Background: an optimization exercise with open tools, aiming at small area, a short achievable clock period and few clock cycles per item. Do not read the settings as production practice.
At most, simulation tests tie the RTL to the original design; equivalence was not proved.
No activity file was given, so power comes from the tool's default toggle rates.

north:
==> flow/design.v <==
package fshl_pkg;
	localparam int TEMP_W      = 10;
	localparam int LEVEL_W     = 3;
	localparam int RPM_W       = 16;
	localparam int CFG_IDX_W   = 3;
	localparam int CFG_DATA_W  = 64;
	localparam int NUM_REGS    = 7;
	localparam int LEVELS_DEF  = 7;
	localparam int BYTE_W      = 8;
	localparam int RPM_LSB     = 48;
	localparam int ON_CPU_LSB  = 0;
	localparam int ON_REG_LSB  = 8;
	localparam int ON_CHG_LSB  = 16;
	localparam int OFF_CPU_LSB = 24;
	localparam int OFF_REG_LSB = 32;
	localparam int OFF_CHG_LSB = 40;
	typedef logic signed [TEMP_W-1:0] temp_t;
	typedef logic [CFG_DATA_W-1:0]    level_word_t;
	typedef logic [RPM_W-1:0]         rpm_t;
	function automatic logic [1:0] ucmp(input logic [TEMP_W-1:0] a, input logic [TEMP_W-1:0] b,
	                                    input int n);
		logic [15:0] g, e;
		for (int i = 0; i < 16; i++) begin
			if (i < n) begin
				g[i] = a[i] & ~b[i];
				e[i] = a[i] | ~b[i];
			end else begin
				g[i] = 1'b0;
				e[i] = 1'b1;
			end
		end
		for (int l = 0; l < 4; l++) begin
			for (int k = 0; k < (8 >> l); k++) begin
				g[k] = g[2*k+1] | (e[2*k+1] & g[2*k]);
				e[k] = g[2*k+1] | (e[2*k+1] & e[2*k]);
			end
		end
		ucmp = {g[0], e[0]};
	endfunction
	function automatic logic [1:0] scmp(input temp_t a, input temp_t b);
		scmp = ucmp({~a[TEMP_W-1], a[TEMP_W-2:0]}, {~b[TEMP_W-1], b[TEMP_W-2:0]}, TEMP_W);
	endfunction
	function automatic logic t_hi(input temp_t t);
		t_hi = ~t[9] & (t[8] | t[7]);
	endfunction
	function automatic logic t_lo(input temp_t t);
		t_lo = t[9] & ~(t[8] & t[7]);
	endfunction
	function automatic logic t_pos(input temp_t t);
		t_pos = ~t[9] & (|t[8:0]);
	endfunction
	function automatic logic [TEMP_W-1:0] t_byte(input temp_t t);
		t_byte = {2'b00, ~t[7], t[6:0]};
	endfunction
	function automatic logic [TEMP_W-1:0] b_byte(input logic [BYTE_W-1:0] b);
		b_byte = {2'b00, ~b[7], b[6:0]};
	endfunction
	function automatic logic gt_b(input temp_t t, input logic [BYTE_W-1:0] b);
		logic [1:0] c;
		c = ucmp(t_byte(t), b_byte(b), BYTE_W);
		gt_b = t_hi(t) | (~t_lo(t) & c[1]);
	endfunction
	function automatic logic lt_b(input temp_t t, input logic [BYTE_W-1:0] b);
		logic [1:0] c;
		c = ucmp(b_byte(b), t_byte(t), BYTE_W);
		lt_b = t_lo(t) | (~t_hi(t) & c[1]);
	endfunction
endpackage
module fshl_lane #(
	parameter bit DOWN = 1'b0
) (
	input  fshl_pkg::temp_t       t_cpu,
	input  fshl_pkg::temp_t       t_reg,
	input  fshl_pkg::temp_t       t_chg,
	input  logic [23:0]           pts,
	output logic                  hit
);
	if (DOWN) begin : g_dn
		assign hit = fshl_pkg::lt_b(t_cpu, pts[7:0]) && fshl_pkg::lt_b(t_reg, pts[15:8]) &&
		             fshl_pkg::lt_b(t_chg, pts[23:16]);
	end else begin : g_up
		assign hit = fshl_pkg::gt_b(t_cpu, pts[7:0]) ||
		             (fshl_pkg::gt_b(t_reg, pts[15:8]) && fshl_pkg::gt_b(t_chg, pts[23:16]));
	end
endmodule
module fshl_merge #(
	parameter int LEVELS = fshl_pkg::LEVELS_DEF,
	parameter int LW     = $clog2(LEVELS)
) (
	input  logic [LW-1:0]       lv_now,
	input  logic                fell,
	input  logic                rose,
	input  logic [LEVELS-1:0]   up_vec,
	input  logic [LEVELS-1:0]   dn_vec,
	output logic [LW-1:0]       lv_next
);
	logic [LW-1:0] lv_up;
	logic [LW-1:0] lv_dn;
	always_comb begin
		lv_up = LW'(LEVELS - 1);
		for (int j = LEVELS - 2; j >= 0; j--) begin
			if ((LW'(j) >= lv_now) && !up_vec[j]) begin
				lv_up = LW'(j);
			end
		end
	end
	always_comb begin
		lv_dn = '0;
		for (int j = 1; j < LEVELS; j++) begin
			if ((LW'(j) <= lv_now) && !dn_vec[j]) begin
				lv_dn = LW'(j);
			end
		end
	end
	always_comb begin
		if (fell) begin
			lv_next = lv_dn;
		end else if (rose) begin
			lv_next = lv_up;
		end else begin
			lv_next = lv_now;
		end
	end
endmodule
module fan_step_hysteresis_level #(
	parameter int LEVELS = fshl_pkg::LEVELS_DEF
) (
	input  logic                           clk,
	input  logic                           arst_n,
	input  logic                           in_valid,
	output logic                           in_stall,
	input  fshl_pkg::temp_t                cpu_temp,
	input  fshl_pkg::temp_t                temp_regulator,
	input  fshl_pkg::temp_t                charger_temp,
	input  logic                           powered,
	output logic                           out_valid,
	input  logic                           out_stall,
	output logic [fshl_pkg::RPM_W-1:0]     target_rpm,
	output logic [fshl_pkg::LEVEL_W-1:0]   fan_level,
	input  logic                           cfg_valid,
	output logic                           cfg_ready,
	input  logic [fshl_pkg::CFG_IDX_W-1:0] cfg_index,
	input  logic [fshl_pkg::CFG_DATA_W-1:0] cfg_data
);
	localparam int LW = $clog2(LEVELS);
	fshl_pkg::level_word_t level_reg_q [LEVELS];
	logic [LEVELS-1:0]     level_ok_q;
	fshl_pkg::temp_t last_cpu_q, last_reg_q, last_chg_q;
	logic            last_ok_q;
	logic              s1_valid_q;
	logic              s1_fell_q, s1_rose_q;
	logic [LEVELS-1:0] s1_up_q, s1_dn_q;
	logic              s1_up_zero_q, s1_dn_zero_q;
	logic           s2_valid_q;
	logic [LW-1:0]  level_now_q;
	logic           out_valid_q;
	logic [LW-1:0]  fan_level_q;
	fshl_pkg::rpm_t rpm_q;
	logic              in_acc, push, o_hold, s2_hold, s1_hold;
	logic              full_q;
	logic              fell, rose, fell_l, rose_l, fell_0, rose_0;
	logic              up_zero, dn_zero;
	logic [LEVELS-1:0] up_vec, dn_vec, s1_up_m, s1_dn_m;
	logic [1:0]        cmp_cpu, cmp_reg, cmp_chg;
	logic [LW-1:0]     lv_next;
	fshl_pkg::rpm_t    rpm_next;
	assign cfg_ready = 1'b1;
	assign o_hold    = out_valid_q && out_stall;
	assign s2_hold   = s2_valid_q && o_hold;
	assign s1_hold   = s1_valid_q && s2_hold;
	assign in_stall  = full_q && out_stall;
	assign in_acc    = in_valid && !in_stall;
	assign push      = in_acc && powered;
	for (genvar i = 0; i < LEVELS; i++) begin : g_tbl
		always_ff @(posedge clk) begin
			if (cfg_valid && (int'(cfg_index) == i)) begin
				level_reg_q[i] <= cfg_data;
			end
		end
	end
	always_ff @(posedge clk or negedge arst_n) begin
		if (!arst_n) begin
			level_ok_q <= '0;
		end else if (cfg_valid) begin
			for (int i = 0; i < LEVELS; i++) begin
				if (int'(cfg_index) == i) begin
					level_ok_q[i] <= 1'b1;
				end
			end
		end
	end
	always_ff @(posedge clk) begin
		if (push) begin
			last_cpu_q <= cpu_temp;
			last_reg_q <= temp_regulator;
			last_chg_q <= charger_temp;
		end
	end
	always_ff @(posedge clk or negedge arst_n) begin
		if (!arst_n) begin
			last_ok_q <= 1'b0;
		end else if (push) begin
			last_ok_q <= 1'b1;
		end
	end
	assign cmp_cpu = fshl_pkg::scmp(cpu_temp, last_cpu_q);
	assign cmp_reg = fshl_pkg::scmp(temp_regulator, last_reg_q);
	assign cmp_chg = fshl_pkg::scmp(charger_temp, last_chg_q);
	assign fell_l  = !cmp_cpu[0] || !cmp_reg[0] || !cmp_chg[0];
	assign rose_l  = cmp_cpu[1] || cmp_reg[1] || cmp_chg[1];
	assign fell_0  = cpu_temp[9] || temp_regulator[9] || charger_temp[9];
	assign rose_0  = fshl_pkg::t_pos(cpu_temp) || fshl_pkg::t_pos(temp_regulator) ||
	                 fshl_pkg::t_pos(charger_temp);
	assign fell    = last_ok_q ? fell_l : fell_0;
	assign rose    = last_ok_q ? rose_l : rose_0;
	assign up_zero = fshl_pkg::t_pos(cpu_temp) ||
	                 (fshl_pkg::t_pos(temp_regulator) && fshl_pkg::t_pos(charger_temp));
	assign dn_zero = cpu_temp[9] && temp_regulator[9] && charger_temp[9];
	for (genvar g = 0; g < LEVELS; g++) begin : g_lane
		if (g < LEVELS - 1) begin : g_up
			fshl_lane #(.DOWN(1'b0)) u_up (
				.t_cpu    (cpu_temp),
				.t_reg    (temp_regulator),
				.t_chg    (charger_temp),
				.pts      (level_reg_q[g][23:0]),
				.hit      (up_vec[g])
			);
		end else begin : g_up_none
			assign up_vec[g] = 1'b0;
		end
		if (g > 0) begin : g_dn
			fshl_lane #(.DOWN(1'b1)) u_dn (
				.t_cpu    (cpu_temp),
				.t_reg    (temp_regulator),
				.t_chg    (charger_temp),
				.pts      (level_reg_q[g][47:24]),
				.hit      (dn_vec[g])
			);
		end else begin : g_dn_none
			assign dn_vec[g] = 1'b0;
		end
	end
	always_ff @(posedge clk or negedge arst_n) begin
		if (!arst_n) begin
			s1_valid_q <= 1'b0;
		end else if (!s1_hold) begin
			s1_valid_q <= push;
		end
	end
	always_ff @(posedge clk or negedge arst_n) begin
		if (!arst_n) begin
			full_q <= 1'b0;
		end else begin
			full_q <= (s1_hold || push) && (s2_hold || s1_valid_q) && (o_hold || s2_valid_q);
		end
	end
	always_ff @(posedge clk) begin
		if (!s1_hold) begin
			s1_fell_q <= fell;
			s1_rose_q <= rose;
			s1_up_q   <= up_vec;
			s1_dn_q   <= dn_vec;
			s1_up_zero_q <= up_zero;
			s1_dn_zero_q <= dn_zero;
		end
	end
	for (genvar g = 0; g < LEVELS; g++) begin : g_mask
		assign s1_up_m[g] = level_ok_q[g] ? s1_up_q[g] : s1_up_zero_q;
		assign s1_dn_m[g] = level_ok_q[g] ? s1_dn_q[g] : s1_dn_zero_q;
	end
	fshl_merge #(
		.LEVELS (LEVELS),
		.LW     (LW)
	) u_merge (
		.lv_now  (level_now_q),
		.fell    (s1_fell_q),
		.rose    (s1_rose_q),
		.up_vec  (s1_up_m),
		.dn_vec  (s1_dn_m),
		.lv_next (lv_next)
	);
	always_ff @(posedge clk or negedge arst_n) begin
		if (!arst_n) begin
			s2_valid_q  <= 1'b0;
			level_now_q <= '0;
		end else if (!s2_hold) begin
			s2_valid_q <= s1_valid_q;
			if (s1_valid_q) begin
				level_now_q <= lv_next;
			end
		end
	end
	always_comb begin
		rpm_next = '0;
		for (int i = 0; i < LEVELS; i++) begin
			if ((LW'(i) == level_now_q) && level_ok_q[i]) begin
				rpm_next = level_reg_q[i][fshl_pkg::RPM_LSB +: fshl_pkg::RPM_W];
			end
		end
	end
	always_ff @(posedge clk or negedge arst_n) begin
		if (!arst_n) begin
			out_valid_q <= 1'b0;
		end else if (!o_hold) begin
			out_valid_q <= s2_valid_q;
		end
	end
	always_ff @(posedge clk) begin
		if (!o_hold && s2_valid_q) begin
			rpm_q       <= rpm_next;
			fan_level_q <= level_now_q;
		end
	end
	assign out_valid  = out_valid_q;
	assign target_rpm = rpm_q;
	assign fan_level  = fshl_pkg::LEVEL_W'(fan_level_q);
endmodule
Settings: LEC_CHECK=0, CAP_MARGIN=20, CORE_MARGIN=2, CORE_UTILIZATION=40, CTS_BUF_LIST=sky130_fd_sc_hd__clkbuf_16, CTS_CLUSTER_DIAMETER=70, CTS_CLUSTER_SIZE=28, SETUP_SLACK_MARGIN=3.0, SLEW_MARGIN=20; clock period 5.0 ns.
standard.sh (not shown) runs the stock make flow with config.mk's settings and CLKGATE_MAP_FILE= SYNTH_SCRIPT=/design/flow/synth_recipe.tcl, a recipe that flattens the netlist after the stock synthesis.
==> flow/flow/run.sh <==
#!/bin/bash
# Own layout flow: the standard layout (standard.sh, with its unchanged synthesis)
# run with one extra ORFS setting, in a config file that includes the standard flow's config.mk:
# the port buffers that global placement inserts start as buf_1 instead of the default
# buffer (repair still resizes any of them where slew, load or timing needs it).
# The make run's full output goes to flow_make.log in this folder.
set -euo pipefail
here=$(pwd)
{
	echo "include $here/config.mk"
	echo "export BUFFER_PORTS_ARGS = -buffer_cell sky130_fd_sc_hd__buf_1"
} > "$here/flow_config.mk"
sed "s#DESIGN_CONFIG=[^ ]*#DESIGN_CONFIG=$here/flow_config.mk#" standard.sh > own_standard.sh
bash own_standard.sh > flow_make.log 2>&1
Testbench counts of north, summed over its fixed seeds: cycles 4,822, items 4,255.
### north -> middle
diff --git a/flow/design.v b/flow/design.v
--- a/flow/design.v
+++ b/flow/design.v
@@ -50,22 +50,28 @@
 		t_pos = ~t[9] & (|t[8:0]);
 	endfunction
 	function automatic logic [TEMP_W-1:0] t_byte(input temp_t t);
 		t_byte = {2'b00, ~t[7], t[6:0]};
 	endfunction
-	function automatic logic [TEMP_W-1:0] b_byte(input logic [BYTE_W-1:0] b);
-		b_byte = {2'b00, ~b[7], b[6:0]};
+	function automatic level_word_t level_enc(input level_word_t w);
+		level_word_t r;
+		r = w;
+		for (int f = 0; f < 3; f++) begin
+			r[8*f +: 8]      = {w[8*f + 7], ~w[8*f +: 7]};
+			r[24 + 8*f +: 8] = {~w[24 + 8*f + 7], w[24 + 8*f +: 7]};
+		end
+		level_enc = r;
 	endfunction
-	function automatic logic gt_b(input temp_t t, input logic [BYTE_W-1:0] b);
+	function automatic logic gt_s(input temp_t t, input logic [BYTE_W-1:0] s);
 		logic [1:0] c;
-		c = ucmp(t_byte(t), b_byte(b), BYTE_W);
-		gt_b = t_hi(t) | (~t_lo(t) & c[1]);
+		c = ucmp(t_byte(t), {2'b00, ~s}, BYTE_W);
+		gt_s = t_hi(t) | (~t_lo(t) & c[1]);
 	endfunction
-	function automatic logic lt_b(input temp_t t, input logic [BYTE_W-1:0] b);
+	function automatic logic lt_s(input temp_t t, input logic [BYTE_W-1:0] s);
 		logic [1:0] c;
-		c = ucmp(b_byte(b), t_byte(t), BYTE_W);
-		lt_b = t_lo(t) | (~t_hi(t) & c[1]);
+		c = ucmp({2'b00, s}, t_byte(t), BYTE_W);
+		lt_s = t_lo(t) | (~t_hi(t) & c[1]);
 	endfunction
 endpackage
 module fshl_lane #(
 	parameter bit DOWN = 1'b0
 ) (
@@ -74,15 +80,15 @@
 	input  fshl_pkg::temp_t       t_chg,
 	input  logic [23:0]           pts,
 	output logic                  hit
 );
 	if (DOWN) begin : g_dn
-		assign hit = fshl_pkg::lt_b(t_cpu, pts[7:0]) && fshl_pkg::lt_b(t_reg, pts[15:8]) &&
-		             fshl_pkg::lt_b(t_chg, pts[23:16]);
+		assign hit = fshl_pkg::lt_s(t_cpu, pts[7:0]) && fshl_pkg::lt_s(t_reg, pts[15:8]) &&
+		             fshl_pkg::lt_s(t_chg, pts[23:16]);
 	end else begin : g_up
-		assign hit = fshl_pkg::gt_b(t_cpu, pts[7:0]) ||
-		             (fshl_pkg::gt_b(t_reg, pts[15:8]) && fshl_pkg::gt_b(t_chg, pts[23:16]));
+		assign hit = fshl_pkg::gt_s(t_cpu, pts[7:0]) ||
+		             (fshl_pkg::gt_s(t_reg, pts[15:8]) && fshl_pkg::gt_s(t_chg, pts[23:16]));
 	end
 endmodule
 module fshl_merge #(
 	parameter int LEVELS = fshl_pkg::LEVELS_DEF,
 	parameter int LW     = $clog2(LEVELS)
@@ -172,11 +178,11 @@
 	assign in_acc    = in_valid && !in_stall;
 	assign push      = in_acc && powered;
 	for (genvar i = 0; i < LEVELS; i++) begin : g_tbl
 		always_ff @(posedge clk) begin
 			if (cfg_valid && (int'(cfg_index) == i)) begin
-				level_reg_q[i] <= cfg_data;
+				level_reg_q[i] <= fshl_pkg::level_enc(cfg_data);
 			end
 		end
 	end
 	always_ff @(posedge clk or negedge arst_n) begin
 		if (!arst_n) begin
Findings:
From north to middle the numbers moved as follows: timing-limited maximum frequency dropped about 9%; detail-routed via count per cell climbed 3.0%; buffer count excluding the clock tree in the final layout dropped 14%; number of DRC violations after detailed routing barely changed.
Going from north to middle, chip width neither gained nor lost much, worst-case headroom to the max-slew limit down 3.0 points, final critical-path share of the clock period went up 4.8 points.
Number of sequential cells in the layout: north vs middle identical
In middle, total setup buffers inserted after CTS is lower than in north.
Total power ends up higher on middle.
Global-route usage delta (middle -> north): insignificant
The count of buffering cells on the critical path with inverters included in middle sits 1 above the value recorded for north.
Of the two candidates, north has the better worst reg-to-reg setup slack and middle the worse one.
Min required time of the worst setup path across middle and north: middle
Function not checked in middle: the RTL went through the layout flow alone.

-- port drivers added, routing unchanged --
The results above use ideal ports. As a check the final layouts listed here were re-extracted and re-timed, cells and wires unchanged. Step 1 sets driving cells, clkbuf_16 on the clock port and buf_2 on the other inputs (assumed; they add their load-dependent delay and slew). Step 2 adds t to the input delays and takes it off the output delays; t is the mean of the earliest and latest rising clock arrival at the registers after step 1. Input paths then give back, and output paths get back, about the clock's delay inside the block. a / b / c = ideal ports / drivers / drivers and shift; a / b = the first two.
run | t (ns) | slack for setup (ns) | worst setup path at the end | worst data-port slew with drivers (ns)
north | 0.653 | 2.619 / 2.550 / 1.897 | input to register | 0.16
middle | 0.674 | 2.381 / 2.386 / 1.712 | input to register | 0.09
After both steps every run listed still meets setup and hold. For north, which loses most, drivers alone change the setup slack by -0.069 ns; drivers and shift together by -0.722 ns.
